Background: an optimization exercise with open tools, aiming at small area, a short achievable clock period and few clock cycles. Do not read the settings as production practice. RTL that was checked went through simulation tests only; none was proved equivalent to the original. Power and IR drop assume default switching activity.

Setup of old:
clock: 6.0 ns
lec_check: 0
abc_area: 1
cap_margin: 20
core_margin: 2
core_utilization: 40
setup_slack_margin: 2.8
slew_margin: 20
standard.sh (not shown) runs the stock make flow with config.mk's settings and CLKGATE_MAP_FILE= SYNTH_SCRIPT=/design/flow/synth_recipe.tcl, a recipe that flattens the netlist after the stock synthesis.
==> flow/flow/run.sh <==
#!/bin/bash
# Standard layout with smaller port buffers. Each ORFS step keeps its own
# log under orfs/logs; make's output goes to flow.log.
set -o pipefail
bash standard.sh \
	BUFFER_PORTS_ARGS="-buffer_cell sky130_fd_sc_hd__buf_2" \
	finish > flow.log 2>&1
Testbench counts of old, summed over its fixed seeds: cycles 24,672.
The inputs of new differ from those of old as listed below.
--- a/flow/design.v
+++ b/flow/design.v
@@ -89,14 +89,18 @@
 		logic [31:0] g;
 		logic [31:0] p;
+		logic [31:0] g2;
+		logic [31:0] p2;
 		g    = a & b;
 		p    = a ^ b;
 		g[0] = g[0] | (p[0] & cin);
 		for (int l = 0; l < 5; l++) begin
-			for (int i = 0; i < 32; i++) begin
-				if (((i >> l) & 1) == 1) begin
-					g[i] = g[i] | (p[i] & g[((i >> l) << l) - 1]);
-					p[i] = p[i] & p[((i >> l) << l) - 1];
-				end
+			g2 = g;
+			p2 = p;
+			for (int i = (1 << l); i < 32; i++) begin
+				g2[i] = g[i] | (p[i] & g[i - (1 << l)]);
+				p2[i] = p[i] & p[i - (1 << l)];
 			end
+			g = g2;
+			p = p2;
 		end
 		sk_carry = {g, cin};
Findings:
- new has completed all stages; timing, DRC and antenna checks passed.
- old ended up with u_front.slot[109] as its startpoint of the most critical setup path; new ended up with tnext_q[19].
- new: power per unit of standard cell area is about 30% lower than what old reported.
- Between new and old, it is new whose power after layout is lower, by 27%.
- Going from old to new, multi-input gate count now sits higher; setup slack after layout fell 110 ps.
- On combined global-route utilization of all metal layers, the higher figure sits with new, not old.
- old → new: switching share of power moved down; number of cells produced by synthesis moved up; register-to-register slack moved down; global-route met2 utilization moved up; minimum hold slack moved down.
- In new, relative contribution of sequential cells to total power is higher than in old.
- Re global-route wire length before repair: old was lower than new.
For new, only the layout was checked, not whether the RTL still works.

========
Setup of lane 1:
ppc_relocation_patcher_top, a different RTL version from the one above (not shown whole).
For scale: about 2300 cells after synthesis, about 310 flip-flops, about 280 I/O pins, about 0.023 sq mm of cells after synthesis.
clock: 6.0 ns
lec_check: 0
cap_margin: 20
core_margin: 2
core_utilization: 40
setup_slack_margin: 3.0
slew_margin: 20
run.sh (not shown) runs the stock make flow with config.mk's settings and CLKGATE_MAP_FILE= SYNTH_SCRIPT=/design/flow/synth_recipe.tcl, a recipe that flattens the netlist after the stock synthesis.
Stock flow here: none of the scripts above is used.
For lane 3, these inputs were changed with respect to lane 1:
-- flow/design.v --
<<< lane 1, line 34
	typedef struct packed {
		logic        far;      
		logic        rel;      
		logic        is14;     
		logic [1:0]  addlo;    
		logic [2:0]  status;
		logic [1:0]  size;
>>> lane 3, line 34
	typedef struct packed {
		logic        far;      
		logic [2:0]  status;
		logic [1:0]  size;
<<< lane 1, line 102
		sk_carry = {g, cin};
	endfunction
	function automatic logic [31:0] sk_add(input logic [31:0] a, input logic [31:0] b,
			input logic cin);
		logic [32:0] c;
		c      = sk_carry(a, b, cin);
		sk_add = a ^ b ^ c[31:0];
	endfunction
endpackage
module ppcrp_front (
>>> lane 3, line 99
		sk_carry = {g, cin};
	endfunction
endpackage
module ppcrp_front (
<<< lane 1, line 144
		s.br     = (t == ppcrp_pkg::R_ADDR24) || (t == ppcrp_pkg::R_ADDR14) || s.rel;
		s.is14   = (t == ppcrp_pkg::R_ADDR14) || (t == ppcrp_pkg::R_REL14);
		s.p      = ppcrp_pkg::sk_add(req.section_base, req.place_offset, 1'b0);
		s.sa     = ppcrp_pkg::sk_add(req.symbol_value, req.addend, 1'b0);
		s.add    = req.addend[25:0];
		s.old    = {req.old_word[31:16], req.old_word[1:0]};
>>> lane 3, line 135
		s.br     = (t == ppcrp_pkg::R_ADDR24) || (t == ppcrp_pkg::R_ADDR14) || s.rel;
		s.is14   = (t == ppcrp_pkg::R_ADDR14) || (t == ppcrp_pkg::R_REL14);
		s.p      = req.section_base + req.place_offset;
		s.sa     = req.symbol_value + req.addend;
		s.add    = req.addend[25:0];
		s.old    = {req.old_word[31:16], req.old_word[1:0]};
<<< lane 1, line 167
	input  ppcrp_pkg::slot_t slot,
	input  logic [15:0]      small_base,
	input  logic             room,
	output ppcrp_pkg::cmd_t  cmd
>>> lane 3, line 158
	input  ppcrp_pkg::slot_t slot,
	input  logic [15:0]      small_base,
	input  logic [31:0]      tnext,
	input  logic             room,
	output ppcrp_pkg::cmd_t  cmd
<<< lane 1, line 179
	logic [31:0] n;
	logic [32:0] dc;
	logic [31:0] add;
	logic [15:0] hw;
>>> lane 3, line 171
	logic [31:0] n;
	logic [32:0] dc;
	logic [31:0] f;
	logic [63:0] f1;
	logic [31:0] add;
	logic [15:0] hw;
<<< lane 1, line 216
		far     = slot.rel ? far_rel : far_abs;
		add  = {6'd0, slot.add};
		sda  = slot.sa[15:0] - small_base;
		ha   = slot.sa[31:16] + {15'd0, slot.sa[15]};
>>> lane 3, line 210
		far     = slot.rel ? far_rel : far_abs;
		add  = {6'd0, slot.add};
		f1   = ppcrp_pkg::csa(tnext, add, slot.rel ? nb : 32'd0, slot.rel);
		f    = f1[63:32] + f1[31:0];
		sda  = slot.sa[15:0] - small_base;
		ha   = slot.sa[31:16] + {15'd0, slot.sa[15]};
<<< lane 1, line 228
		endcase
		near_data = keep | ((slot.rel ? d : slot.sa) & mask);
		far_data  = keep | (add & mask);
		if (slot.a32) begin
			other_data = slot.sa;
>>> lane 3, line 224
		endcase
		near_data = keep | ((slot.rel ? d : slot.sa) & mask);
		far_data  = keep | (f & mask);
		if (slot.a32) begin
			other_data = slot.sa;
<<< lane 1, line 239
		end
		cmd.far    = 1'b0;
		cmd.rel    = slot.rel;
		cmd.is14   = slot.is14;
		cmd.addlo  = slot.add[1:0];
		cmd.status = ppcrp_pkg::ST_OK;
		cmd.size   = ppcrp_pkg::SZ_NONE;
>>> lane 3, line 235
		end
		cmd.far    = 1'b0;
		cmd.status = ppcrp_pkg::ST_OK;
		cmd.size   = ppcrp_pkg::SZ_NONE;
<<< lane 1, line 274
	output logic            full,
	input  ppcrp_pkg::cmd_t wdata,
	input  logic [31:0]     tnext,
	input  logic            pop,
	output logic            empty,
>>> lane 3, line 267
	output logic            full,
	input  ppcrp_pkg::cmd_t wdata,
	input  logic            pop,
	output logic            empty,
<<< lane 1, line 288
	logic            last_pop;
	logic            accept;
	logic            fix_q;
	logic [31:0]     mask;
	logic [63:0]     f1;
	logic [31:0]     f;
	logic [31:0]     fixed;
	assign empty    = !valid_q;
	assign last_pop = valid_q && !ven_q && pop;
>>> lane 3, line 280
	logic            last_pop;
	logic            accept;
	assign empty    = !valid_q;
	assign last_pop = valid_q && !ven_q && pop;
<<< lane 1, line 301
	assign ven      = ven_q;
	assign step     = step_q;
	always_comb begin
		mask  = cmd_q.is14 ? ppcrp_pkg::MASK14 : ppcrp_pkg::MASK24;
		f1    = ppcrp_pkg::csa(tnext, {cmd_q.data[31:2], cmd_q.addlo},
		                       cmd_q.rel ? ~cmd_q.addr : 32'd0, cmd_q.rel);
		f     = ppcrp_pkg::sk_add(f1[63:32], f1[31:0], 1'b0);
		fixed = (cmd_q.data & ~mask) | (f & mask);
	end
	always_ff @(posedge clk or negedge arst_n) begin
		if (!arst_n) begin
			fix_q <= 1'b0;
		end else begin
			fix_q <= accept && wdata.far;
		end
	end
	always_ff @(posedge clk or negedge arst_n) begin
		if (!arst_n) begin
>>> lane 3, line 288
	assign ven      = ven_q;
	assign step     = step_q;
	always_ff @(posedge clk or negedge arst_n) begin
		if (!arst_n) begin
<<< lane 1, line 336
		if (accept) begin
			cmd_q <= wdata;
		end else if (fix_q) begin
			cmd_q.data <= fixed;
		end
	end
>>> lane 3, line 309
		if (accept) begin
			cmd_q <= wdata;
		end
	end
<<< lane 1, line 448
		.slot       (slot),
		.small_base (small_base_q),
		.room       (room_q),
		.cmd        (cmd_d)
>>> lane 3, line 419
		.slot       (slot),
		.small_base (small_base_q),
		.tnext      (tnext_q),
		.room       (room_q),
		.cmd        (cmd_d)
<<< lane 1, line 457
		.full    (c_full),
		.wdata   (cmd_d),
		.tnext   (tnext_q),
		.pop     (pop),
		.empty   (empty),
>>> lane 3, line 429
		.full    (c_full),
		.wdata   (cmd_d),
		.pop     (pop),
		.empty   (empty),
Notes after the runs:
- Re power after layout: lane 3 is about 3% down on lane 1.
- Looking only at maximum frequency, and setting everything else aside, the higher value of lane 1 and lane 3 goes to lane 3.
- Lane 3 finished end to end and its layout was clean on timing, DRC and antenna.
- Going from lane 1 to lane 3, post-cts resize count increased by 137 relative to the old numbers, complex-gate fraction of the synthesized area picked up an extra 1.9 points, switching portion of total power shows an increase of 0.32 points, starting utilization of the core area about even, number of buffers between clock root and the deepest sink saw little to no change.
- Final wirelength, lane 1 and lane 3: smaller value in lane 1
- | synthesized area | lane 3 vs lane 1 | worse |
No run of this note included a check of the RTL's function; only the layout flow was run.

-- port drivers added, routing unchanged --
The results above use ideal ports. As a check the final layouts listed here were re-extracted and re-timed, cells and wires unchanged. Step 1 assumes that a clkbuf_16 drives the clock port and a buf_2 every other input. Step 2, shift: input delay + t, output delay - t, t = (earliest + latest rising clock arrival at the registers) / 2. This alone moves slack from input paths to output paths. a / b / c = ideal ports / drivers / drivers and shift; a / b = the first two.
run | shift t [ns] | slack for setup (ns) | worst data-port slew with drivers (ns)
old | 0.635 | 2.857 / 2.849 / 2.292 | 0.05
new | 0.641 | 2.747 / 2.747 / 2.413 | 0.06
lane 1 | 0.621 | 1.986 / 1.986 / 1.978 | 0.05
lane 3 | 0.605 | 2.099 / 2.099 / 2.005 | 0.06
After both steps setup and hold are still met in every run listed. The setup slack of old, which loses most, moves by -0.008 ns with the drivers and by -0.565 ns with both steps.
